What follows belongs to an exercise in optimizing a design on an open flow for small area and a short achievable clock period; a production flow would make more cautious choices. Function was checked by simulation only, so behaviour that the tests miss may differ from the original. No driver is modelled on the clock port, so clocking that relies on it looks cheaper here than on a real chip. Power figures rest on the tool's default switching activity, not on a simulated workload.

==> design.v <==
module ssr_o22ai (input logic a1, a2, b1, b2, output logic y);
    assign y = ~((a1 | a2) & (b1 | b2));
endmodule
module ssr_nor2 (input logic a, b, output logic y);
    assign y = ~(a | b);
endmodule
module ssr_nand4 (input logic a, b, c, d, output logic y);
    assign y = ~(a & b & c & d);
endmodule
module ssr_inv (input logic a, output logic y);
    assign y = ~a;
endmodule
module scratch_stack_ram #(
    parameter int DATA_WIDTH     = 10,
    parameter int ADDR_WIDTH     = 8,
    parameter int CLEAR_ON_RESET = 1
) (
    input  logic                  CLK,
    input  logic                  RST,
    input  logic [DATA_WIDTH-1:0] DATA_IN,
    input  logic                  SCR_WE,
    input  logic [ADDR_WIDTH-1:0] SCR_ADDR,
    input  logic                  PUSH,
    input  logic                  POP,
    input  logic                  SP_LD,
    input  logic [ADDR_WIDTH-1:0] SP_DATA,
    input  logic                  ERR_CLR,
    output logic [DATA_WIDTH-1:0] DATA_OUT,
    output logic [ADDR_WIDTH-1:0] SP_OUT,
    output logic                  BUSY,
    output logic                  STK_EMPTY,
    output logic                  STK_FULL,
    output logic                  OVF,
    output logic                  UNF,
    output logic                  ILL
);
    localparam int DW = DATA_WIDTH;
    logic       busy_q;
    logic [7:0] sp_q;
    logic [8:0] cnt_q;
    logic       ovf_q, unf_q, ill_q;
    logic       cnt_zero, cnt_full;
    assign cnt_zero = cnt_q == 9'd0;
    assign cnt_full = cnt_q[8];    
    logic op_push, op_pop, op_ill, op_scr;
    assign op_ill  = !SP_LD && PUSH && POP;
    assign op_push = !SP_LD && PUSH && !POP;
    assign op_pop  = !SP_LD && POP && !PUSH;
    assign op_scr  = !SP_LD && !PUSH && !POP && SCR_WE;
    always_ff @(posedge CLK or posedge RST) begin
        if (RST) begin
            busy_q <= CLEAR_ON_RESET != 0;
            sp_q   <= '0;
            cnt_q  <= '0;
            ovf_q  <= 1'b0;
            unf_q  <= 1'b0;
            ill_q  <= 1'b0;
        end else if (busy_q) begin
            cnt_q  <= {1'b0, cnt_q[7:0] + 8'd1};
            if (cnt_q[7:0] == 8'hFF) busy_q <= 1'b0;
        end else begin
            if (SP_LD) begin
                sp_q  <= SP_DATA;
                cnt_q <= '0;
            end else if (op_push) begin
                sp_q <= sp_q - 8'd1;
                if (!cnt_full) cnt_q <= cnt_q + 9'd1;
            end else if (op_pop) begin
                sp_q <= sp_q + 8'd1;
                if (!cnt_zero) cnt_q <= cnt_q - 9'd1;
            end
            ovf_q <= (ovf_q && !ERR_CLR) || (op_push && cnt_full);
            unf_q <= (unf_q && !ERR_CLR) || (op_pop && cnt_zero);
            ill_q <= (ill_q && !ERR_CLR) || op_ill;
        end
    end
    logic [7:0]    wa;
    logic          we;
    logic [DW-1:0] wd_n;
    always_comb begin
        if (busy_q) begin
            wa = cnt_q[7:0];
            we = !RST;
        end else if (op_push) begin
            wa = sp_q - 8'd1;
            we = 1'b1;
        end else begin
            wa = SCR_ADDR;
            we = op_scr;
        end
    end
    assign wd_n = busy_q ? '1 : ~DATA_IN;
    logic [15:0] wlo, whi;
    always_comb begin
        for (int k = 0; k < 16; k++) begin
            wlo[k] = wa[3:0] == 4'(k);
            whi[k] = we && wa[7:4] == 4'(k);
        end
    end
    logic [7:0]  ra;
    logic [15:0] rlo, rhi;
    assign ra = POP ? sp_q : SCR_ADDR;
    always_comb begin
        for (int k = 0; k < 16; k++) begin
            rlo[k] = ra[3:0] == 4'(k);
            rhi[k] = !busy_q && ra[7:4] == 4'(k);
        end
    end
    logic [255:0]  rl_n;
    logic [DW-1:0] q_n [256];
    for (genvar h = 0; h < 16; h++) begin : g_hi
        for (genvar l = 0; l < 16; l++) begin : g_lo
            logic          wl;
            logic [DW-1:0] q;
            assign wl = whi[h] && wlo[l];
            always_ff @(posedge CLK) if (wl) q <= wd_n;
            assign rl_n[h*16+l] = ~(rhi[h] && rlo[l]);
            assign q_n[h*16+l]  = q;
        end
    end
    for (genvar b = 0; b < DW; b++) begin : g_bit
        logic [127:0] t1;
        logic [63:0]  t2;
        logic [15:0]  t3;
        logic [7:0]   t4;
        logic [1:0]   t5;
        logic         t6;
        for (genvar j = 0; j < 128; j++) begin : g_l1
            ssr_o22ai u (.a1(q_n[2*j][b]), .a2(rl_n[2*j]), .b1(q_n[2*j+1][b]), .b2(rl_n[2*j+1]),
                         .y(t1[j]));
        end
        for (genvar j = 0; j < 64; j++) begin : g_l2
            ssr_nor2 u (.a(t1[2*j]), .b(t1[2*j+1]), .y(t2[j]));
        end
        for (genvar j = 0; j < 16; j++) begin : g_l3
            ssr_nand4 u (.a(t2[4*j]), .b(t2[4*j+1]), .c(t2[4*j+2]), .d(t2[4*j+3]), .y(t3[j]));
        end
        for (genvar j = 0; j < 8; j++) begin : g_l4
            ssr_nor2 u (.a(t3[2*j]), .b(t3[2*j+1]), .y(t4[j]));
        end
        for (genvar j = 0; j < 2; j++) begin : g_l5
            ssr_nand4 u (.a(t4[4*j]), .b(t4[4*j+1]), .c(t4[4*j+2]), .d(t4[4*j+3]), .y(t5[j]));
        end
        ssr_nor2 u_l6 (.a(t5[0]), .b(t5[1]), .y(t6));
        ssr_inv  u_l7 (.a(t6), .y(DATA_OUT[b]));
    end
    assign SP_OUT    = sp_q;
    assign BUSY      = busy_q;
    assign STK_EMPTY = busy_q || cnt_zero;
    assign STK_FULL  = cnt_full;
    assign OVF       = ovf_q;
    assign UNF       = unf_q;
    assign ILL       = ill_q;
endmodule
==> flow/run.sh <==
#!/bin/bash
# The standard layout with three changes: port buffers are buf_4 cells; before repair_design
# the fanout is capped at 40 (flow/fanout.tcl); before CTS the upper levels of the read tree
# get drive strength 2 (flow/boost.tcl). The make run's output goes to its own log.
set -euo pipefail
HERE=$(pwd)
bash standard.sh "BUFFER_PORTS_ARGS=-buffer_cell sky130_fd_sc_hd__buf_4" \
  PRE_RESIZE_TCL="$HERE/flow/fanout.tcl" PRE_CTS_TCL="$HERE/flow/boost.tcl" finish \
  > "$HERE/standard_finish.log" 2>&1
==> flow/boost.tcl <==
# Sourced by ORFS's cts.tcl before clock tree synthesis (PRE_CTS_TCL). The read tree's
# upper levels (from the 16-word nodes to the output) drive long wires across the array,
# so give those few cells drive strength 2 before CTS and its timing repair.
proc upsize_read_tree {levels target} {
  set n 0
  set re "\\.(g_([join $levels |])\\\[\\d+\\\]\\.u|u_([join $levels |]))\\.y\$"
  foreach net [get_nets -hierarchical g_bit*] {
    if {![regexp $re [get_full_name $net]]} continue
    foreach pin [get_pins -of_objects $net -filter "direction==output"] {
      set inst [get_cells -of_objects $pin]
      set master [get_property $inst ref_name]
      if {[regexp {^(sky130_fd_sc_hd__[a-z0-9]+)_(\d+)$} $master -> base sz] && $sz < $target} {
        replace_cell $inst ${base}_$target
        incr n
      }
    }
  }
  puts "upsize_read_tree: resized $n cells to drive $target"
}
upsize_read_tree {l3 l4 l5 l6 l7} 2
==> flow/fanout.tcl <==
# Sourced by ORFS's resize.tcl before repair_design (PRE_RESIZE_TCL): cap the fanout so that
# the write-data and other wide nets get split into smaller buffered nets.
set_max_fanout 40 [current_design]
==> standard.sh <==
#!/bin/bash
# synth_recipe.tcl (not shown) runs the flow's synth.tcl, then flattens the netlist and writes it again
# the make line also repeats each setting of config.mk as NAME=value (left out here)
make -C /OpenROAD-flow-scripts/flow DESIGN_CONFIG=/design/flow/config.mk WORK_HOME=/design/flow/orfs CLKGATE_MAP_FILE= SYNTH_SCRIPT=/design/flow/synth_recipe.tcl "${@:-finish}"
==> config.mk <==
export PLATFORM = sky130hd
export DESIGN_NAME = scratch_stack_ram
export DESIGN_NICKNAME = scratch_stack_ram
export VERILOG_FILES = /design/flow/design.v
export SDC_FILE = /design/flow/constraint.sdc
export NUM_CORES = 4
export LEC_CHECK = 0
export CAP_MARGIN = 20
export CORE_MARGIN = 2
export CORE_UTILIZATION = 75
export CTS_CLUSTER_DIAMETER = 100
export CTS_CLUSTER_SIZE = 25
export SETUP_SLACK_MARGIN = 2.6
export SLEW_MARGIN = 20
export SYNTH_HIERARCHICAL = 1
export SYNTH_MINIMUM_KEEP_SIZE = 0
==> constraint.sdc <==
create_clock -name core_clock -period 8.0 [get_ports {CLK}]
set_input_delay 1.6000 -clock core_clock [delete_from_list [all_inputs] [get_ports {CLK}]]
set_output_delay 1.6000 -clock core_clock [all_outputs]
set_load 0.01 [all_outputs]
==> Implementation_results.wiki, run 1 <==
{| class="wikitable"
! Metric !! Value
|-
| WP data arrival || 4490 ps
|-
| Clock insertion delay at the later pin of the skew report || 780 ps
|-
| Most used standard cell by instance count after synthesis || sky130_fd_sc_hd__edfxtp_1
|-
| Met1 WL || 90.9 mm
|-
| Number of nets in the synthesized netlist || 5795
|-
| Area growth, synth to finish || 15.7%
|-
| Placeable core area || 125000 um^2
|-
| Adder and majority cell fraction of the synthesized area || 0.0661%
|-
| Routed WL || 289 mm
|-
| Starting density of the core || 75.5%
|-
| Standard-cell rows || 130
|-
| Clock transition at the registers of the reported paths || 90 ps
|-
| Maximum fanout count along the critical path || 10
|-
| Clock share of power || 28.1%
|-
| Net switching power || 0.00522 W
|-
| Worst Path Buf+Inv || 7
|-
| Result of the run || no timing/DRC/antenna violations
|-
| Worst hold slack after final layout || 500 ps
|-
| Estimated wirelength of the detail-placed design || 175 mm
|-
| Synth unique cells || 70
|-
| Wire length of the first global-routing pass || 389 mm
|-
| Dominant combinational cell family by area after synthesis || compound AO/OA/AOI/OAI gates
|-
| Power share of the combinational group || 7.6%
|-
| Total congestion overflow after global routing || 0
|-
| Top area cells in the synthesized netlist || sky130_fd_sc_hd__edfxtp_1 81%, sky130_fd_sc_hd__o22ai_1 8.5%, sky130_fd_sc_hd__nor2_1 3.1%
|-
| Largest area contributor in the synthesized netlist || sky130_fd_sc_hd__edfxtp_1
|-
| Fraction of post-synthesis cell area in the top cell type by area || 81.2%
|-
| Most common cell on crit path || sky130_fd_sc_hd__buf_12
|-
| Final routed DRC violation total || 0
|-
| Ratio of cells with drive above 1 in the final layout || 24.5%
|-
| Total power draw || 0.0232 W
|-
| Routability Congestion || 0.947
|-
| Max-capacitance violation count || 0
|-
| Number of enable flip-flop cells after synthesis || 2560
|-
| Largest delay contributor family on the critical path || simple AND/OR/NAND/NOR gates
|-
| Internal Pwr Total || 0.0180 W
|-
| Met3 WL post-DR || 49.0 mm
|-
| Number of non-filler instances in the completed layout || 7936
|-
| Leading post-synthesis cells by instance count || 2560 x sky130_fd_sc_hd__edfxtp_1, 1286 x sky130_fd_sc_hd__o22ai_1, 792 x sky130_fd_sc_hd__nor2_1
|-
| Count of placed standard cells including taps || 7664
|-
| Final max-slew violation count || 0
|-
| Area of the mapped netlist || 94700 um^2
|-
| CTS Buf Count || 113
|-
| Violation count after the first detailed-routing iteration || 12913
|-
| Buffers on Ports || 56
|-
| Compound-Gate Fraction of Synth Area || 9.37%
|-
| Initial antenna violation count || 5
|-
| Relative contribution of sequential cells to total power || 64.3%
|-
| Top-level I/O count || 57
|-
| Chain of cells forming the critical path || buf_12, buf_12, and3b_1, a31oi_2, or2_4, buf_4, nor2_1, clkbuf_16, buf_12, nand2_8, o22ai_1, nor2_1, nand4_2, nor2_4, nand4_4, nor2_4, inv_2, buf_4
|-
| Unrepaired setup endpoints after global routing || yes
|-
| Simple logic cell fraction of the synthesized area || 7.95%
|-
| Final setup violation count || 0
|-
| Total negative setup slack || 0 ps
|-
| Clock period minus worst slack || 6090 ps
|-
| Count of TritonRoute iterations in the first routing pass || 9
|-
| Top Layer Used || met5
|-
| Worst Hold Class || reg -> reg
|-
| Final nets || 6290
|-
| Remaining max-slew budget at the tightest pin || 17.7%
|-
| XOR/XNOR share of the synthesized area || 0.0277%
|-
| Leakage component of the power || 35.3 nW
|-
| Proportion of total power due to net switching || 22.5%
|-
| CTS tree || yes
|-
| Maximum single-stage delay on the critical path || 260 ps
|-
| Yosys warning total || 9
|-
| Period utilization || 76.1%
|-
| Hold bufs inserted after CTS || 0
|-
| Worst path slowest cell || sky130_fd_sc_hd__nor2_4
|-
| Required time of the worst setup path || 6400 ps
|-
| TritonCTS sink count || 2581
|-
| Worst IR Drop VDD || 0.283 mV
|-
| Final design utilization || 87.4%
|-
| Detailed-route wire length per cell || 36.5 um
|-
| Average footprint of a synthesized cell || 16.5 um^2
|-
| Worst setup SP type || input port
|-
| Chip Height || 359 um
|-
| Overall routing resource usage || 42.6%
|-
| Number of hold violations in the final report || 0
|-
| Post-DRT Antenna Nets || 0
|-
| Detail-routed via count per cell || 7.78
|-
| Full die area || 129000 um^2
|-
| Post-Route Skew || 35.9 ps
|-
| Type of the worst setup path || in -> out
|-
| Die Span X || 359 um
|-
| Async S/R FF share, synth || 0.814%
|-
| Worst setup EP type || output port
|-
| Synth Flop Type || sky130_fd_sc_hd__edfxtp_1
|-
| Total met2 wirelength after detailed routing || 129 mm
|-
| Sequential-to-total area share from yosys stat || 81.7%
|-
| Pwr per Cell Area || 212 nW/um^2
|-
| Peak Freq || 164 MHz
|-
| Fraction of synthesized area in multiplexers || 0.0766%
|-
| Pin count of the biggest net entering global routing || 41
|-
| Worst Max-Slew Pin Slew || 1230 ps
|-
| Total of flip-flops plus latches after synthesis || 2581
|-
| Number of standard cells after synthesis || 5757
|-
| Vias in the first global route || 55936
|-
| Via Count || 61743
|}
[worst paths after layout]
path / depth (start not counted) / endpoint / slack, ps / from
max in group asynchronous: 2 / sp_q[6] / 6380 / RST
hold reg to reg: 1 / ovf_q / 500 / ovf_q
hold / removal: 1 / ovf_q / 500 / ovf_q
setup / recovery: 18 / DATA_OUT[0] / 1910 / POP
setup reg to reg: 8 / g_hi[6].g_lo[12].q[3] / 2670 / busy_q
min in group asynchronous: 2 / cnt_q[6] / 1010 / RST
[stage by stage]
step,setup slack [ps],instance area (um^2)
2_1_floorplan,2600,94800
3_3_place_gp,496,98900
3_5_place_dp,93.4,99400
4_1_cts,1800,105000
5_1_grt,1960,110000
6_report,1910,110000
[sequential cells by signal (all words and copies together) (netlist names)]
signal       cells
g_hi.g_lo.q   2560
ovf_q            1
cnt_q            9
busy_q           1
unf_q            1
sp_q             8
ill_q            1
[what timing repair did]
action                     4_1_cts  5_1_grt
gates cloned                     1       25
resized for setup              359      664
setup endpoints to repair      251       80
buffers inserted                38       58
pin swaps                       34      123
[layer usage]
layer | GRT usage, % | vias up
met4 | 22.9 | 2
li1 | - | 24491
met3 | 11.2 | 1113
met1 | 60.2 | 30111
met2 | 62.4 | 6026
met5 | 0 | -
[layout by cell type (no fill, tap or decap), types with 22 or more instances in the layout]
cell                           n
sky130_fd_sc_hd__nand4_2     149
sky130_fd_sc_hd__clkbuf_16   127
sky130_fd_sc_hd__nand2_2      23
sky130_fd_sc_hd__buf_2        63
sky130_fd_sc_hd__clkbuf_1     22
sky130_fd_sc_hd__o22ai_2      40
sky130_fd_sc_hd__edfxtp_1   2560
sky130_fd_sc_hd__nor3_1      168
sky130_fd_sc_hd__nand2_4     178
sky130_fd_sc_hd__buf_12       43
sky130_fd_sc_hd__nor3_2       89
sky130_fd_sc_hd__buf_4       336
sky130_fd_sc_hd__buf_6        24
sky130_fd_sc_hd__o22ai_1    1244
sky130_fd_sc_hd__nand4_4      31
sky130_fd_sc_hd__nor2_1      536
sky130_fd_sc_hd__nor2_4       94
sky130_fd_sc_hd__nand2_8      80
sky130_fd_sc_hd__nand2_1      22
sky130_fd_sc_hd__nor2_2      165
[per-module statistics from Yosys (local to each module, per instance)]
| module | area [um^2] | times used | cells |
|---|---|---|---|
| ssr_nand4 | 6.26 | 180 | 1 |
| ssr_nor2 | 3.75 | 730 | 1 |
| scratch_stack_ram | 82800 | 1 | 3557 |
| ssr_inv | 3.75 | 10 | 1 |
| ssr_o22ai | 6.26 | 1280 | 1 |
[layout make-up]
class / count / area, um^2
multi-input combinational: 3040 / 22500
clock buffer: 141 / 3060
timing repair buffer: 491 / 4420
antenna: 6 / 15.0
sequential: 2581 / 77400
tap: 1650 / 2060
clock inverter: 2 / 32.5
fill: 4989 / 15800
inverter: 25 / 93.8
[logic make-up after synthesis]
group / count (synthesis)
buf+inv: 154
fa+ha+maj: 5
compound gates: 1396
xor+xnor: 3
mux: 7
simple gates: 1611
flops: 2581
[power groups by stage]
stage	sequential [W]	clock, W	combinational [W]
after floorplan	0.0153	0	0.000552
after global placement	0.0153	0	0.00118
after detailed placement	0.0153	0	0.00125
after CTS	0.0149	0.00646	0.00144
after global routing	0.0150	0.00690	0.00175
final	0.0150	0.00653	0.00176
==> run 2: changes to the inputs <==
--- a/config.mk
+++ b/config.mk
@@ -7,7 +7,7 @@
 export LEC_CHECK = 0
 export CAP_MARGIN = 20
 export CORE_MARGIN = 2
-export CORE_UTILIZATION = 75
+export CORE_UTILIZATION = 80
 export CTS_CLUSTER_DIAMETER = 100
 export CTS_CLUSTER_SIZE = 25
 export SETUP_SLACK_MARGIN = 2.6
==> run 2 against run 1 <==
Effect of this change:
- cell area down 0.16%
- sequential share of layout area up 0.11 points
- power up 0.68%
- critical path depth down 3
- synthesized area unchanged
- clock power up 0.9%
- flip-flop and latch count unchanged
- non-clock buffer count up 40
- setup slack worse by 290 ps
- largest cell class unchanged
- largest power group unchanged
- highest routed layer unchanged
==> Implementation_results.wiki, run 2 <==
{| class="wikitable"
! Metric !! Value
|-
| Result of the run || no timing/DRC/antenna violations
|-
| Relative contribution of sequential cells to total power || 63.9%
|-
| Standard-cell rows || 126
|-
| Total congestion overflow after global routing || 0
|-
| Highest-count cells in the layout ignoring fill and taps || 2560 x sky130_fd_sc_hd__edfxtp_1, 1267 x sky130_fd_sc_hd__o22ai_1, 544 x sky130_fd_sc_hd__nor2_1
|-
| Top-level I/O count || 57
|-
| Top register by number of flip-flops || g_hi.g_lo.q
|-
| Worst Max-Slew Pin Slew || 1340 ps
|-
| Worst IR Drop VDD || 0.222 mV
|-
| Type of the worst setup path || in -> out
|-
| Clock transition at the registers of the reported paths || 100 ps
|-
| Most used standard cell by instance count after synthesis || sky130_fd_sc_hd__edfxtp_1
|-
| Area of the mapped netlist || 94700 um^2
|-
| Die Span X || 348 um
|-
| Largest area contributor in the synthesized netlist || sky130_fd_sc_hd__edfxtp_1
|-
| Pwr per Cell Area || 214 nW/um^2
|-
| Initial antenna violation count || 11
|-
| Most frequent standard cell in the layout excluding fill and tap cells || sky130_fd_sc_hd__edfxtp_1
|-
| Required time of the worst setup path || 6400 ps
|-
| Clock period minus worst slack || 6370 ps
|-
| Maximum single-stage delay on the critical path || 480 ps
|-
| Number of nets in the synthesized netlist || 5795
|-
| Number of enable flip-flop cells after synthesis || 2560
|-
| Proportion of total power due to net switching || 23.4%
|-
| Final nets || 6319
|-
| Worst hold slack after final layout || 527 ps
|-
| Net switching power || 0.00547 W
|-
| Internal Pwr Total || 0.0179 W
|-
| Starting density of the core || 80.4%
|-
| Period utilization || 79.7%
|-
| Worst path slowest cell || sky130_fd_sc_hd__nor2_2
|-
| Largest registers in the final layout || g_hi.g_lo.q x2560, cnt_q x9, sp_q x8
|-
| Total power draw || 0.0234 W
|-
| Final setup violation count || 0
|-
| Ratio of cells with drive above 1 in the final layout || 24.5%
|-
| Worst setup SP type || input port
|-
| Worst setup EP type || output port
|-
| Number of flip-flops under the largest register name || 2560
|-
| Peak Freq || 157 MHz
|-
| Count of TritonRoute iterations in the first routing pass || 19
|-
| Final design utilization || 92.9%
|-
| Number of hold violations in the final report || 0
|-
| Sequential-to-total area share from yosys stat || 81.7%
|-
| Violation count after the first detailed-routing iteration || 15414
|-
| Chip Height || 348 um
|-
| Worst Hold Class || reg -> reg
|-
| Leading post-synthesis cells by instance count || 2560 x sky130_fd_sc_hd__edfxtp_1, 1286 x sky130_fd_sc_hd__o22ai_1, 792 x sky130_fd_sc_hd__nor2_1
|-
| Maximum fanout count along the critical path || 16
|-
| CTS tree || yes
|-
| Power share of the combinational group || 7.9%
|-
| Synth Flop Type || sky130_fd_sc_hd__edfxtp_1
|-
| Vias in the first global route || 58454
|-
| WP data arrival || 4770 ps
|-
| Worst Path Buf+Inv || 5
|-
| Max-capacitance violation count || 0
|-
| Largest delay contributor family on the critical path || simple AND/OR/NAND/NOR gates
|-
| Wire length of the first global-routing pass || 406 mm
|-
| Estimated wirelength of the detail-placed design || 173 mm
|-
| Leakage component of the power || 35.3 nW
|-
| Via Count || 66571
|-
| TritonCTS sink count || 2581
|-
| Final max-slew violation count || 0
|-
| Detailed-route wire length per cell || 41.3 um
|-
| Final routed DRC violation total || 0
|-
| Post-DRT Antenna Nets || 0
|-
| Fraction of post-synthesis cell area in the top cell type by area || 81.2%
|-
| Pin count of the biggest net entering global routing || 41
|-
| Clock share of power || 28.2%
|-
| Routed WL || 324 mm
|-
| Buffers on Ports || 56
|-
| Area growth, synth to finish || 15.6%
|-
| Total negative setup slack || 0 ps
|-
| Unrepaired setup endpoints after global routing || yes
|-
| Clock insertion delay at the later pin of the skew report || 780 ps
|-
| Full die area || 121000 um^2
|-
| Chain of cells forming the critical path || buf_12, clkbuf_16, and3_1, o21ai_4, nor2_1, buf_6, nand2_4, o22ai_1, nor2_2, nand4_2, nor2_2, nand4_4, nor2_4, inv_2, buf_6
|-
| Post-Route Skew || 39.8 ps
|-
| Yosys warning total || 9
|-
| Average footprint of a synthesized cell || 16.5 um^2
|-
| Remaining max-slew budget at the tightest pin || 10.8%
|-
| CTS Buf Count || 113
|-
| Total of flip-flops plus latches after synthesis || 2581
|-
| Number of standard cells after synthesis || 5757
|-
| Synth unique cells || 70
|-
| Overall routing resource usage || 47.8%
|-
| Detail-routed via count per cell || 8.49
|-
| Top area cells in the synthesized netlist || sky130_fd_sc_hd__edfxtp_1 81%, sky130_fd_sc_hd__o22ai_1 8.5%, sky130_fd_sc_hd__nor2_1 3.1%
|-
| Hold bufs inserted after CTS || 0
|-
| Async S/R FF share, synth || 0.814%
|-
| Placeable core area || 118000 um^2
|-
| Fill count || 3273
|-
| Routability Congestion || 0.972
|}
## run 2: modules after synthesis (local to each module, per instance)
module	times used	flops+latches	cells inside	area (um^2)
ssr_nor2	730	0	1	3.75
ssr_inv	10	0	1	3.75
ssr_o22ai	1280	0	1	6.26
ssr_nand4	180	0	1	6.26
scratch_stack_ram	1	2581	3557	82800
## run 2: metal layers
layer  part of all wire (%)  vias to the layer above  routed length [um]  track usage [%]
li1                       -                    24524                   -                -
met1                     27                    31156               88100             64.3
met2                     42                     8684              138000             70.0
met3                     20                     2189               65800             15.5
met4                     10                       18               32400             28.5
met5                  0.067                        -                 218                0
## run 2: kinds of logic (layout without fill, tap and decap cells)
family | count (synthesis) | in the layout | share of synthesized area, %
AO/OA/AOI/OAI | 1396 | 1396 | 9.37
XOR/XNOR | 3 | 3 | 0.0277
adder cells (fa/ha/maj) | 5 | 5 | 0.0661
buffers and inverters | 154 | 685 | 0.787
flip-flops | 2581 | 2581 | 81.7
multiplexers | 7 | 7 | 0.0766
other | 0 | 12 | 0
AND/OR/NAND/NOR | 1611 | 1618 | 7.95
## run 2: path summary, 6_finish.rpt
kind	endpoint	cells after the start	slack, ps	start
max	DATA_OUT[5]	15	1630	POP
min	ill_q	1	530	ill_q
max reg2reg	g_hi[6].g_lo[15].q[4]	8	2390	busy_q
min reg2reg	ill_q	1	530	ill_q
max in group asynchronous	sp_q[6]	2	6360	RST
min in group asynchronous	unf_q	2	1040	RST
## run 2: power groups by stage
stage / logic [W] / registers (W) / clock network, W
finish: 0.00185 / 0.0150 / 0.00659
global route: 0.00179 / 0.0150 / 0.00681
CTS: 0.00148 / 0.0149 / 0.00632
detailed placement: 0.00123 / 0.0153 / 0
global placement: 0.00114 / 0.0153 / 0
floorplan: 0.000552 / 0.0153 / 0
## run 2: cell type report
cell class              count  area, um^2  area share, %
well taps                1536        1920           1.76
clock inverters             7         101         0.0926
multi-input cells        3029       22100           20.2
clock buffers             122        2880           2.63
diodes                     12        30.0         0.0274
repair buffers            531        4860           4.44
flip-flops and latches   2581       77400           70.7
inverters                  25        93.8         0.0857
## run 2: timing repair
item / in CTS / in global routing
resized for setup: 574 / 385
pin swaps: 58 / 148
hold endpoints to repair: 0 / 0
cloned: 2 / 17
endpoints found under the setup margin: 1731 / 36
buffers inserted: 39 / 93
## run 2: per-stage QoR
| step | instances | setup slack [ps] | area [um^2] |
|---|---|---|---|
| floorplan | 5757 | 2600 | 94800 |
| global placement | 7479 | 752 | 98900 |
| detailed placement | 7551 | -496 | 99300 |
| CTS | 7721 | 2010 | 106000 |
| global route | 7831 | 1750 | 109000 |
| finish | 7843 | 1630 | 109000 |
==> run 3: changes to the inputs <==
--- a/config.mk
+++ b/config.mk
@@ -10,7 +10,7 @@
 export CORE_UTILIZATION = 80
 export CTS_CLUSTER_DIAMETER = 100
 export CTS_CLUSTER_SIZE = 25
-export SETUP_SLACK_MARGIN = 2.6
+export SETUP_SLACK_MARGIN = 3.0
 export SLEW_MARGIN = 20
 export SYNTH_HIERARCHICAL = 1
 export SYNTH_MINIMUM_KEEP_SIZE = 0
==> run 3 against run 2 <==
Effect of this change:
- the flow now stops in clock tree synthesis (4_1_cts)
- synthesized area unchanged
- synthesized cell count did not move
==> Implementation_results.wiki, run 3 <==
{| class="wikitable"
! Metric !! Value
|-
| Result of the run || aborted with a tool error
|-
| Last stage the flow got to || clock tree synthesis (4_1_cts)
|-
| First reported error || [ERROR DPL-0033] detailed placement checks failed during check placement.
|-
| Area of the mapped netlist || 94700 um^2
|-
| Starting density of the core || 80.4%
|-
| Standard-cell rows || 126
|-
| Number of enable flip-flop cells after synthesis || 2560
|-
| Die Span X || 348 um
|-
| Sequential-to-total area share from yosys stat || 81.7%
|-
| Post-CTS repair timing setup buffer count || 112
|-
| Fraction of synthesized area in multiplexers || 0.0766%
|-
| TritonCTS sink count || 2581
|-
| Yosys warning total || 9
|-
| XOR/XNOR share of the synthesized area || 0.0277%
|-
| Compound-Gate Fraction of Synth Area || 9.37%
|-
| Most used standard cell by instance count after synthesis || sky130_fd_sc_hd__edfxtp_1
|-
| Top area cells in the synthesized netlist || sky130_fd_sc_hd__edfxtp_1 81%, sky130_fd_sc_hd__o22ai_1 8.5%, sky130_fd_sc_hd__nor2_1 3.1%
|-
| Number of standard cells after synthesis || 5757
|-
| Leading post-synthesis cells by instance count || 2560 x sky130_fd_sc_hd__edfxtp_1, 1286 x sky130_fd_sc_hd__o22ai_1, 792 x sky130_fd_sc_hd__nor2_1
|-
| Average footprint of a synthesized cell || 16.5 um^2
|-
| Buffers on Ports || 56
|-
| Routability Congestion || 1.04
|-
| Async S/R FF share, synth || 0.814%
|-
| Synth unique cells || 70
|-
| Adder and majority cell fraction of the synthesized area || 0.0661%
|-
| Worst setup slack after placement || 296 ps
|-
| Hold bufs inserted after CTS || 0
|-
| Synth Flop Type || sky130_fd_sc_hd__edfxtp_1
|-
| Dominant combinational cell family by area after synthesis || compound AO/OA/AOI/OAI gates
|-
| Largest area contributor in the synthesized netlist || sky130_fd_sc_hd__edfxtp_1
|-
| Count of cells resized by post-cts repair || 655
|-
| Estimated wirelength of the detail-placed design || 176 mm
|-
| Chip Height || 348 um
|-
| Fraction of post-synthesis cell area in the top cell type by area || 81.2%
|-
| Number of nets in the synthesized netlist || 5795
|-
| CTS Buf Count || 113
|-
| Top-level I/O count || 57
|-
| Simple logic cell fraction of the synthesized area || 7.95%
|-
| Total of flip-flops plus latches after synthesis || 2581
|}
run 3: cell counts after synthesis:
No cell type changed its count.
run 3: kinds of logic after synthesis:
logic type      Yosys count
simple gates           1611
compound gates         1396
xor+xnor                  3
fa+ha+maj                 5
flops                  2581
buf+inv                 154
mux                       7
run 3: per-module statistics from Yosys, one instance, submodules excluded:
module / cell area [um^2] / flip-flops and latches / cells inside
scratch_stack_ram: 82800 / 2581 / 3557
ssr_nand4: 6.26 / 0 / 1
ssr_o22ai: 6.26 / 0 / 1
ssr_inv: 3.75 / 0 / 1
ssr_nor2: 3.75 / 0 / 1
run 3: worst max path at each step:
stage | cells after the start | slack, ps | startpoint | end
2_1_floorplan | 1 | 2600 | DATA_IN[0] | g_hi[0].g_lo[0].q[0]
3_3_place_gp | 15 | 690 | POP | DATA_OUT[9]
3_5_place_dp | 16 | 300 | POP | DATA_OUT[9]
run 3: power groups by stage:
stage               logic (W)  clock network [W]  registers [W]
floorplan            0.000565                  0         0.0153
global placement      0.00113                  0         0.0153
detailed placement    0.00123                  0         0.0153
run 3: per-stage QoR:
step           instance area, um^2  instances  util, %
2_1_floorplan                94900       5757        -
3_3_place_gp                 98900       7470     84.0
3_5_place_dp                 99600       7552     84.6
==> run 4: changes to the inputs <==
--- a/design.v
+++ b/design.v
@@ -9,6 +9,23 @@
 endmodule
 module ssr_inv (input logic a, output logic y);
     assign y = ~a;
+endmodule
+module ssr_rdec #(
+    parameter int HI_BASE = 0
+) (
+    input  logic        pop,
+    input  logic        busy,
+    input  logic [7:0]  scr_addr,
+    input  logic [7:0]  sp,
+    output logic [15:0] lo,
+    output logic [7:0]  hi
+);
+    logic [7:0] ra;
+    assign ra = pop ? sp : scr_addr;
+    always_comb begin
+        for (int k = 0; k < 16; k++) lo[k] = ra[3:0] == 4'(k);
+        for (int k = 0; k < 8; k++) hi[k] = !busy && ra[7:4] == 4'(HI_BASE + k);
+    end
 endmodule
 module scratch_stack_ram #(
     parameter int DATA_WIDTH     = 10,
@@ -97,14 +114,13 @@
             whi[k] = we && wa[7:4] == 4'(k);
         end
     end
-    logic [7:0]  ra;
-    logic [15:0] rlo, rhi;
-    assign ra = POP ? sp_q : SCR_ADDR;
-    always_comb begin
-        for (int k = 0; k < 16; k++) begin
-            rlo[k] = ra[3:0] == 4'(k);
-            rhi[k] = !busy_q && ra[7:4] == 4'(k);
-        end
+    logic [15:0] rlo [2];
+    logic [7:0]  rhi [2];
+    for (genvar c = 0; c < 2; c++) begin : g_rdec
+        ssr_rdec #(.HI_BASE(8 * c)) u (
+            .pop(POP), .busy(busy_q), .scr_addr(SCR_ADDR), .sp(sp_q),
+            .lo(rlo[c]), .hi(rhi[c])
+        );
     end
     logic [255:0]  rl_n;
     logic [DW-1:0] q_n [256];
@@ -114,7 +130,7 @@
             logic [DW-1:0] q;
             assign wl = whi[h] && wlo[l];
             always_ff @(posedge CLK) if (wl) q <= wd_n;
-            assign rl_n[h*16+l] = ~(rhi[h] && rlo[l]);
+            assign rl_n[h*16+l] = ~(rhi[h/8][h%8] && rlo[h/8][l]);
             assign q_n[h*16+l]  = q;
         end
     end
--- a/config.mk
+++ b/config.mk
@@ -7,7 +7,7 @@
 export LEC_CHECK = 0
 export CAP_MARGIN = 20
 export CORE_MARGIN = 2
-export CORE_UTILIZATION = 80
+export CORE_UTILIZATION = 75
 export CTS_CLUSTER_DIAMETER = 100
 export CTS_CLUSTER_SIZE = 25
 export SETUP_SLACK_MARGIN = 3.0
==> run 4 against run 3 <==
Effect of this change:
- the run now finishes clean
- synthesized cell count up 0.89%
- synthesized area is 0.51% higher
==> Implementation_results.wiki, run 4 <==
{| class="wikitable"
! Metric !! Value
|-
| Compound-Gate Fraction of Synth Area || 9.63%
|-
| CTS Buf Count || 113
|-
| Area growth, synth to finish || 17.4%
|-
| Peak Freq || 160 MHz
|-
| Type of the worst setup path || in -> out
|-
| Estimated wirelength of the detail-placed design || 175 mm
|-
| Pin count of the biggest net entering global routing || 41
|-
| Pwr per Cell Area || 209 nW/um^2
|-
| Most frequent standard cell in the layout excluding fill and tap cells || sky130_fd_sc_hd__edfxtp_1
|-
| Leakage component of the power || 35.4 nW
|-
| Chip Height || 360 um
|-
| Most used standard cell by instance count after synthesis || sky130_fd_sc_hd__edfxtp_1
|-
| Sequential-to-total area share from yosys stat || 81.3%
|-
| Largest area contributor in the synthesized netlist || sky130_fd_sc_hd__edfxtp_1
|-
| Worst setup EP type || output port
|-
| Yosys warning total || 13
|-
| WP data arrival || 4670 ps
|-
| Worst IR Drop VDD || 0.254 mV
|-
| Final setup violation count || 0
|-
| Number of nets in the synthesized netlist || 5846
|-
| Total of flip-flops plus latches after synthesis || 2581
|-
| Fill count || 4605
|-
| Max-capacitance violation count || 0
|-
| Largest registers in the final layout || g_hi.g_lo.q x2560, cnt_q x9, sp_q x8
|-
| Final max-slew violation count || 0
|-
| Period utilization || 78.3%
|-
| Worst setup SP type || input port
|-
| Adder and majority cell fraction of the synthesized area || 0.0657%
|-
| Total congestion overflow after global routing || 0
|-
| Number of enable flip-flop cells after synthesis || 2560
|-
| Maximum fanout count along the critical path || 10
|-
| Hold bufs inserted after CTS || 0
|-
| Area of the mapped netlist || 95200 um^2
|-
| Detail-routed via count per cell || 8.00
|-
| Multi-input combinational cell area || 24200 um^2
|-
| Clock insertion delay at the later pin of the skew report || 800 ps
|-
| Detailed-route wire length per cell || 38.2 um
|-
| Top-level I/O count || 57
|-
| Number of flip-flops under the largest register name || 2560
|-
| Clock period minus worst slack || 6270 ps
|-
| Remaining max-slew budget at the tightest pin || 16.6%
|-
| Overall routing resource usage || 43.0%
|-
| Placeable core area || 126000 um^2
|-
| Unrepaired setup endpoints after global routing || yes
|-
| Synth unique cells || 86
|-
| Via Count || 63650
|-
| Worst setup slack after placement || -1190 ps
|-
| Worst Path Buf+Inv || 6
|-
| Fin area || 112000 um^2
|-
| Top area cells in the synthesized netlist || sky130_fd_sc_hd__edfxtp_1 81%, sky130_fd_sc_hd__o22ai_1 8.4%, sky130_fd_sc_hd__nor2_1 2.9%
|-
| Routability Congestion || 0.974
|-
| Instance area at placement || 101000 um^2
|-
| Simple logic cell fraction of the synthesized area || 7.96%
|-
| Average footprint of a synthesized cell || 16.4 um^2
|-
| Top register by number of flip-flops || g_hi.g_lo.q
|-
| Worst Hold Class || reg -> reg
|-
| Largest delay contributor family on the critical path || simple AND/OR/NAND/NOR gates
|-
| Wire length of the first global-routing pass || 395 mm
|-
| Number of non-filler instances in the completed layout || 7961
|-
| Final routed DRC violation total || 0
|-
| Highest-count cells in the layout ignoring fill and taps || 2560 x sky130_fd_sc_hd__edfxtp_1, 1071 x sky130_fd_sc_hd__o22ai_1, 514 x sky130_fd_sc_hd__nor2_1
|-
| Worst path slowest cell || sky130_fd_sc_hd__bufbuf_16
|-
| Sequential standard cell area || 77400 um^2
|-
| Buffers on Ports || 56
|-
| Post-DRT Antenna Nets || 0
|-
| Routed WL || 304 mm
|-
| Standard-cell rows || 130
|-
| TritonCTS sink count || 2581
|-
| Number of standard cells after synthesis || 5808
|-
| Die Span X || 360 um
|-
| Number of hold violations in the final report || 0
|-
| Starting density of the core || 75.7%
|-
| Final nets || 6316
|-
| Vias in the first global route || 57294
|-
| Worst Max-Slew Pin Slew || 1240 ps
|-
| CTS tree || yes
|-
| Initial antenna violation count || 15
|-
| XOR/XNOR share of the synthesized area || 0.0552%
|-
| Count of placed standard cells including taps || 7706
|-
| Dominant combinational cell family by area after synthesis || compound AO/OA/AOI/OAI gates
|-
| Required time of the worst setup path || 6400 ps
|-
| Clock transition at the registers of the reported paths || 100 ps
|-
| Most common cell on crit path || sky130_fd_sc_hd__buf_12
|-
| Chain of cells forming the critical path || buf_12, buf_12, clkbuf_16, nand3b_1, a22oi_1, bufbuf_16, nand2_8, o22ai_1, nor2_1, nand4_2, nor2_2, nand4_4, nor2_4, inv_2, buf_4
|-
| Violation count after the first detailed-routing iteration || 13483
|-
| Synth Flop Type || sky130_fd_sc_hd__edfxtp_1
|-
| Full die area || 130000 um^2
|-
| Setup ws final || 1730 ps
|-
| Maximum single-stage delay on the critical path || 400 ps
|-
| Fraction of synthesized area in multiplexers || 0.0986%
|-
| Final design utilization || 88.9%
|-
| Result of the run || no timing/DRC/antenna violations
|-
| Ratio of cells with drive above 1 in the final layout || 27.4%
|-
| Post-Route Skew || 25.6 ps
|-
| Count of TritonRoute iterations in the first routing pass || 8
|-
| Fraction of post-synthesis cell area in the top cell type by area || 80.8%
|-
| Leading post-synthesis cells by instance count || 2560 x sky130_fd_sc_hd__edfxtp_1, 1283 x sky130_fd_sc_hd__o22ai_1, 747 x sky130_fd_sc_hd__nor2_1
|-
| Async S/R FF share, synth || 0.814%
|}
[run 4: changes by cell type after synthesis, sizes merged, moves of 16 or more]
cell    before  now
nor4        15   66
a22oi        6   48
nand3b       1   17
buf         67   86
nor2       792  747
clkbuf      62   82
nor3       257  201
[run 4: worst register-to-register path: stages, from the launching register on]
cell and delay [ps]:
sky130_fd_sc_hd__dfstp_4 940, sky130_fd_sc_hd__inv_1 180, sky130_fd_sc_hd__buf_4 300, sky130_fd_sc_hd__nand2_4 120, sky130_fd_sc_hd__clkbuf_4 620, sky130_fd_sc_hd__clkbuf_4 810, sky130_fd_sc_hd__buf_4 230, sky130_fd_sc_hd__buf_2 840
sky130_fd_sc_hd__clkbuf_4 750
[run 4: repair_timing]
item,4_1_cts,5_1_grt
pin swaps,36,142
setup buffers,45,31
cloned,3,25
endpoints found under the setup margin,2926,411
resized for setup,274,796
[run 4: final cells by class]
type | count | share of cell area (%)
diodes | 7 | 0.0157
well taps | 1650 | 1.85
clock inverters | 6 | 0.0773
inverters | 22 | 0.0739
multi-input cells | 3044 | 21.7
repair buffers | 516 | 4.39
clock buffers | 135 | 2.64
flip-flops and latches | 2581 | 69.3
[run 4: where the power goes]
| part | internal [W] | leakage, nW | switching (W) | total, W |
|---|---|---|---|---|
| sequential | 0.0149 | 23.3 | 0.0000968 | 0.0150 |
| clock | 0.00262 | 1.48 | 0.00394 | 0.00656 |
| combinational | 0.000484 | 10.6 | 0.00137 | 0.00185 |
[run 4: through the flow]
step / TNS [ps] / power (W) / hold WS [ps]
after global placement: 0 / 0.0165 / 492
after floorplan: 0 / 0.0159 / 486
after global routing: 0 / 0.0237 / 546
after CTS: 0 / 0.0229 / 515
after detailed placement: -10830 / 0.0166 / 482
final: 0 / 0.0234 / 512
[run 4: per-module statistics from Yosys (local to each module, per instance), excerpt]
module             flops+latches  cells inside
scratch_stack_ram           2581          3497
ssr_inv                        0             1
ssr_nand4                      0             1
ssr_nor2                       0             1
ssr_o22ai                      0             1
[run 4: path summary, 6_finish.rpt]
kind	from	to	slack [ps]	cells after the start
worst max-delay path	POP	DATA_OUT[4]	1730	15
max in group asynchronous	RST	sp_q[5]	6410	2
min in group asynchronous	RST	sp_q[1]	1020	2
worst min-delay path	ovf_q	ovf_q	510	1
worst max register to register	busy_q	g_hi[1].g_lo[9].q[0]	2870	8
worst min register to register	ovf_q	ovf_q	510	1
[run 4: routing by layer]
metal  vias up  GRT usage (%)  share of wire, %
li1      24701              -                 -
met1     30798           61.7                31
met2      6779           61.8                43
met3      1352           14.5                19
met4        20           18.5               6.7
met5         -              0              0.11
[run 4: logic make-up (layout without fill, tap and decap cells)]
logic type,after synthesis,in the layout
xor gates and xnor gates,6,6
and+or+nand+nor,1594,1601
adders and majority gates,5,5
buffers and inverters,190,679
DFF,2581,2581
muxes,9,9
other,0,7
AOI/OAI and AO/OA,1423,1423
==> run 5: changes to the inputs <==
--- a/config.mk
+++ b/config.mk
@@ -10,7 +10,7 @@
 export CORE_UTILIZATION = 75
 export CTS_CLUSTER_DIAMETER = 100
 export CTS_CLUSTER_SIZE = 25
-export SETUP_SLACK_MARGIN = 3.0
+export SETUP_SLACK_MARGIN = 2.6
 export SLEW_MARGIN = 20
 export SYNTH_HIERARCHICAL = 1
 export SYNTH_MINIMUM_KEEP_SIZE = 0
==> run 5 against run 4 <==
Effect of this change:
- still clean on timing, DRC and antenna
- critical path depth grew 1
- maximum frequency is 1.8% higher
- count of clock-buffer cells in the layout stayed put
- register-to-register slack worse by 250 ps
- flip-flop and latch count unchanged
- largest cell class unchanged
- largest power group unchanged
==> Implementation_results.wiki, run 5 <==
{| class="wikitable"
! Metric !! Value
|-
| Result of the run || no timing/DRC/antenna violations
|-
| Number of hold violations in the final report || 0
|-
| Most frequent standard cell in the layout excluding fill and tap cells || sky130_fd_sc_hd__edfxtp_1
|-
| Worst Hold Class || reg -> reg
|-
| CTS tree || yes
|-
| Count of TritonRoute iterations in the first routing pass || 7
|-
| Clock period minus worst slack || 6160 ps
|-
| Count of placed standard cells including taps || 7687
|-
| Total congestion overflow after global routing || 0
|-
| Type of the worst setup path || in -> out
|-
| Placeable core area || 126000 um^2
|-
| Maximum single-stage delay on the critical path || 310 ps
|-
| Routed WL || 295 mm
|-
| Pin count of the biggest net entering global routing || 41
|-
| Total of flip-flops plus latches after synthesis || 2581
|-
| Dominant combinational cell family by area after synthesis || compound AO/OA/AOI/OAI gates
|-
| Number of flip-flops under the largest register name || 2560
|-
| Worst path slowest cell || sky130_fd_sc_hd__nor2_1
|-
| Compound-Gate Fraction of Synth Area || 9.63%
|-
| Post-DRT Antenna Nets || 0
|-
| Internal Pwr Total || 0.0179 W
|-
| Worst setup slack after placement || -1260 ps
|-
| Buffers on Ports || 56
|-
| Pwr per Cell Area || 210 nW/um^2
|-
| Starting density of the core || 75.7%
|-
| Leading post-synthesis cells by instance count || 2560 x sky130_fd_sc_hd__edfxtp_1, 1283 x sky130_fd_sc_hd__o22ai_1, 747 x sky130_fd_sc_hd__nor2_1
|-
| Routability Congestion || 0.969
|-
| Fraction of synthesized area in multiplexers || 0.0986%
|-
| Power share of the combinational group || 7.7%
|-
| Wire length of the first global-routing pass || 389 mm
|-
| Chip Height || 360 um
|-
| Sequential-to-total area share from yosys stat || 81.3%
|-
| Die Span X || 360 um
|-
| Fill count || 4870
|-
| Required time of the worst setup path || 6400 ps
|-
| Final max-slew violation count || 0
|-
| Adder and majority cell fraction of the synthesized area || 0.0657%
|-
| Estimated wirelength of the detail-placed design || 176 mm
|-
| Standard-cell rows || 130
|-
| Period utilization || 76.9%
|-
| Async S/R FF share, synth || 0.814%
|-
| Cell depth of the worst min-delay path || 1
|-
| Vias in the first global route || 56556
|-
| Final routed DRC violation total || 0
|-
| Source of the worst register-to-register timing path || busy_q
|-
| Area of the mapped netlist || 95200 um^2
|-
| Number of non-filler instances in the completed layout || 7907
|-
| Worst setup EP type || output port
|-
| Highest-count cells in the layout ignoring fill and taps || 2560 x sky130_fd_sc_hd__edfxtp_1, 1118 x sky130_fd_sc_hd__o22ai_1, 548 x sky130_fd_sc_hd__nor2_1
|-
| Largest area contributor in the synthesized netlist || sky130_fd_sc_hd__edfxtp_1
|-
| Detailed-route wire length per cell || 37.3 um
|-
| WP data arrival || 4560 ps
|-
| Clock transition at the registers of the reported paths || 100 ps
|-
| Capture instance of the worst register-to-register path || g_hi[3].g_lo[9].q[4]
|-
| Setup slack on the worst flop-to-flop path || 2620 ps
|-
| Top area cells in the synthesized netlist || sky130_fd_sc_hd__edfxtp_1 81%, sky130_fd_sc_hd__o22ai_1 8.4%, sky130_fd_sc_hd__nor2_1 2.9%
|-
| Worst Max-Slew Pin Slew || 1290 ps
|-
| Violation count after the first detailed-routing iteration || 12642
|-
| Area growth, synth to finish || 16.0%
|-
| Relative contribution of sequential cells to total power || 64.4%
|-
| Via Count || 62528
|-
| Detail-routed via count per cell || 7.91
|-
| Endpoint, Worst Hold || ill_q
|-
| Number of enable flip-flop cells after synthesis || 2560
|-
| Final design utilization || 87.8%
|-
| TritonCTS sink count || 2581
|-
| Hold bufs inserted after CTS || 0
|-
| Worst setup SP type || input port
|-
| Net switching power || 0.00531 W
|-
| FF-to-FF path depth || 9
|-
| Top-level I/O count || 57
|-
| Chain of cells forming the critical path || buf_6, buf_12, clkbuf_16, or4b_4, a22oi_2, buf_4, buf_12, nand2_2, o22ai_1, nor2_1, nand4_2, nor2_4, nand4_2, nor2_4, inv_2, buf_4
|-
| XOR/XNOR share of the synthesized area || 0.0552%
|-
| Worst IR Drop VDD || 0.272 mV
|-
| Most used standard cell by instance count after synthesis || sky130_fd_sc_hd__edfxtp_1
|-
| Total power draw || 0.0232 W
|-
| Ratio of cells with drive above 1 in the final layout || 25.3%
|-
| Number of nets in the synthesized netlist || 5846
|-
| Clock share of power || 27.9%
|-
| Yosys warning total || 13
|-
| Average footprint of a synthesized cell || 16.4 um^2
|-
| Top register by number of flip-flops || g_hi.g_lo.q
|-
| Synth unique cells || 86
|-
| Proportion of total power due to net switching || 22.8%
|-
| Simple logic cell fraction of the synthesized area || 7.96%
|-
| Max-capacitance violation count || 0
|-
| Fraction of post-synthesis cell area in the top cell type by area || 80.8%
|-
| Synth Flop Type || sky130_fd_sc_hd__edfxtp_1
|-
| Number of standard cells after synthesis || 5808
|-
| Clock insertion delay at the later pin of the skew report || 800 ps
|-
| Final nets || 6261
|-
| Post-Route Skew || 31.0 ps
|-
| Setup ws final || 1840 ps
|-
| Initial antenna violation count || 11
|-
| Remaining max-slew budget at the tightest pin || 13.8%
|-
| Leakage component of the power || 34.9 nW
|-
| Overall routing resource usage || 42.3%
|-
| Largest registers in the final layout || g_hi.g_lo.q x2560, cnt_q x9, sp_q x8
|-
| CTS Buf Count || 113
|-
| Unrepaired setup endpoints after global routing || yes
|-
| Full die area || 130000 um^2
|-
| Startpoint of the lowest-slack hold path || ill_q
|-
| Maximum fanout count along the critical path || 20
|-
| Final setup violation count || 0
|-
| Peak Freq || 162 MHz
|}
[run 5: cell counts after synthesis]
No cell type changed its count.
[run 5: worst max-delay path, delay by kind of cell]
| kind | cells | cell delay, ps |
|---|---|---|
| compound gates | 2 | 280 |
| simple gates | 7 | 1640 |
| buf+inv | 7 | 1010 |
[run 5: cell type report]
| cell class | instances | area, um^2 | share of cell area, % |
|---|---|---|---|
| Sequential cell | 2581 | 77400 | 70.1 |
| Multi-Input combinational cell | 3049 | 23700 | 21.5 |
| Timing Repair Buffer | 456 | 4140 | 3.74 |
| Clock buffer | 135 | 2950 | 2.67 |
| Tap cell | 1650 | 2060 | 1.87 |
| Inverter | 22 | 82.6 | 0.0748 |
| Clock inverter | 3 | 48.8 | 0.0442 |
| Antenna cell | 11 | 27.5 | 0.0249 |
[run 5: layer usage]
| metal | up-vias | track usage [%] | wire (um) |
|---|---|---|---|
| met5 | - | 0 | 253 |
| met4 | 19 | 18.3 | 18900 |
| met3 | 1219 | 13.4 | 55700 |
| met2 | 6386 | 60.4 | 128000 |
| met1 | 30277 | 61.6 | 92100 |
| li1 | 24627 | - | - |
[run 5: worst max path at each step]
stage | from | endpoint | slack [ps] | cells past startpoint
after global placement | POP | DATA_OUT[2] | 860 | 13
after detailed placement | POP | DATA_OUT[2] | -1260 | 15
after CTS | POP | DATA_OUT[5] | 1880 | 16
after global routing | POP | DATA_OUT[3] | 1890 | 16
final | POP | DATA_OUT[3] | 1840 | 16
after floorplan | DATA_IN[0] | g_hi[0].g_lo[0].q[0] | 2600 | 1
[run 5: per-module statistics from Yosys (local to each module, per instance), a selection]
module             copies in the design  area, um^2
ssr_o22ai                          1280        6.26
ssr_inv                              10        3.75
ssr_nor2                            730        3.75
scratch_stack_ram                     1       82400
ssr_nand4                           180        6.26
[run 5: per-stage QoR]
step | cell area (um^2) | hold slack, ps | TNS [ps]
detailed placement | 100000 | 489 | -82450
global route | 110000 | 563 | 0
floorplan | 95200 | 486 | 0
global placement | 99600 | 479 | 0
finish | 110000 | 513 | 0
CTS | 106000 | 515 | 0
[run 5: cell families after synthesis]
group           Yosys count
flops                  2581
simple gates           1594
compound gates         1423
buf+inv                 190
mux                       9
xor+xnor                  6
fa+ha+maj                 5
[run 5: repair_timing]
| item | CTS | global route |
|---|---|---|
| gates resized for setup | 374 | 701 |
| cloned | 3 | 29 |
| setup endpoints to repair | 2717 | 349 |
| endpoints found under the hold margin | 0 | 0 |
| pin swaps | 22 | 100 |
| buffers inserted | 6 | 31 |
[run 5: power by group through the flow]
stage                     registers, W  clock network [W]  logic [W]
after floorplan                 0.0153                  0   0.000578
after global placement          0.0153                  0    0.00121
after detailed placement        0.0153                  0    0.00129
after CTS                       0.0150            0.00639    0.00146
after global routing            0.0150            0.00686    0.00177
final                           0.0150            0.00649    0.00178

-- separate check: timing with driven ports --
No port has a modelled driver above. Below, the same layouts with a new extraction and two added sets of constraints. Step 1, drivers: a clkbuf_16 drives CLK and a buf_2 each remaining input, both assumed. Step 2 times the ports against the registers' clock, not the clock port: input delays grow and output delays shrink by t, the midpoint of the rising clock arrivals with the driver on. Three values: ideal, step 1, step 2; two values: the first two.
| run | t (ns) | setup WS [ns] | latest minus earliest clock arrival (ns) | pins driven straight from the clock port |
|---|---|---|---|---|
| run 1 | 0.850 | 1.912 / 1.852 / 1.852 | 0.040 / 0.040 | 1 |
| run 2 | 0.845 | 1.626 / 1.578 / 1.324 | 0.045 / 0.045 | 1 |
| run 4 | 0.873 | 1.735 / 1.675 / 1.675 | 0.036 / 0.035 | 1 |
| run 5 | 0.867 | 1.844 / 1.813 / 1.813 | 0.038 / 0.037 | 1 |
After both steps every run listed still meets setup and hold. The setup slack of run 2, which loses most, moves by -0.048 ns with the drivers and by -0.302 ns with both steps.
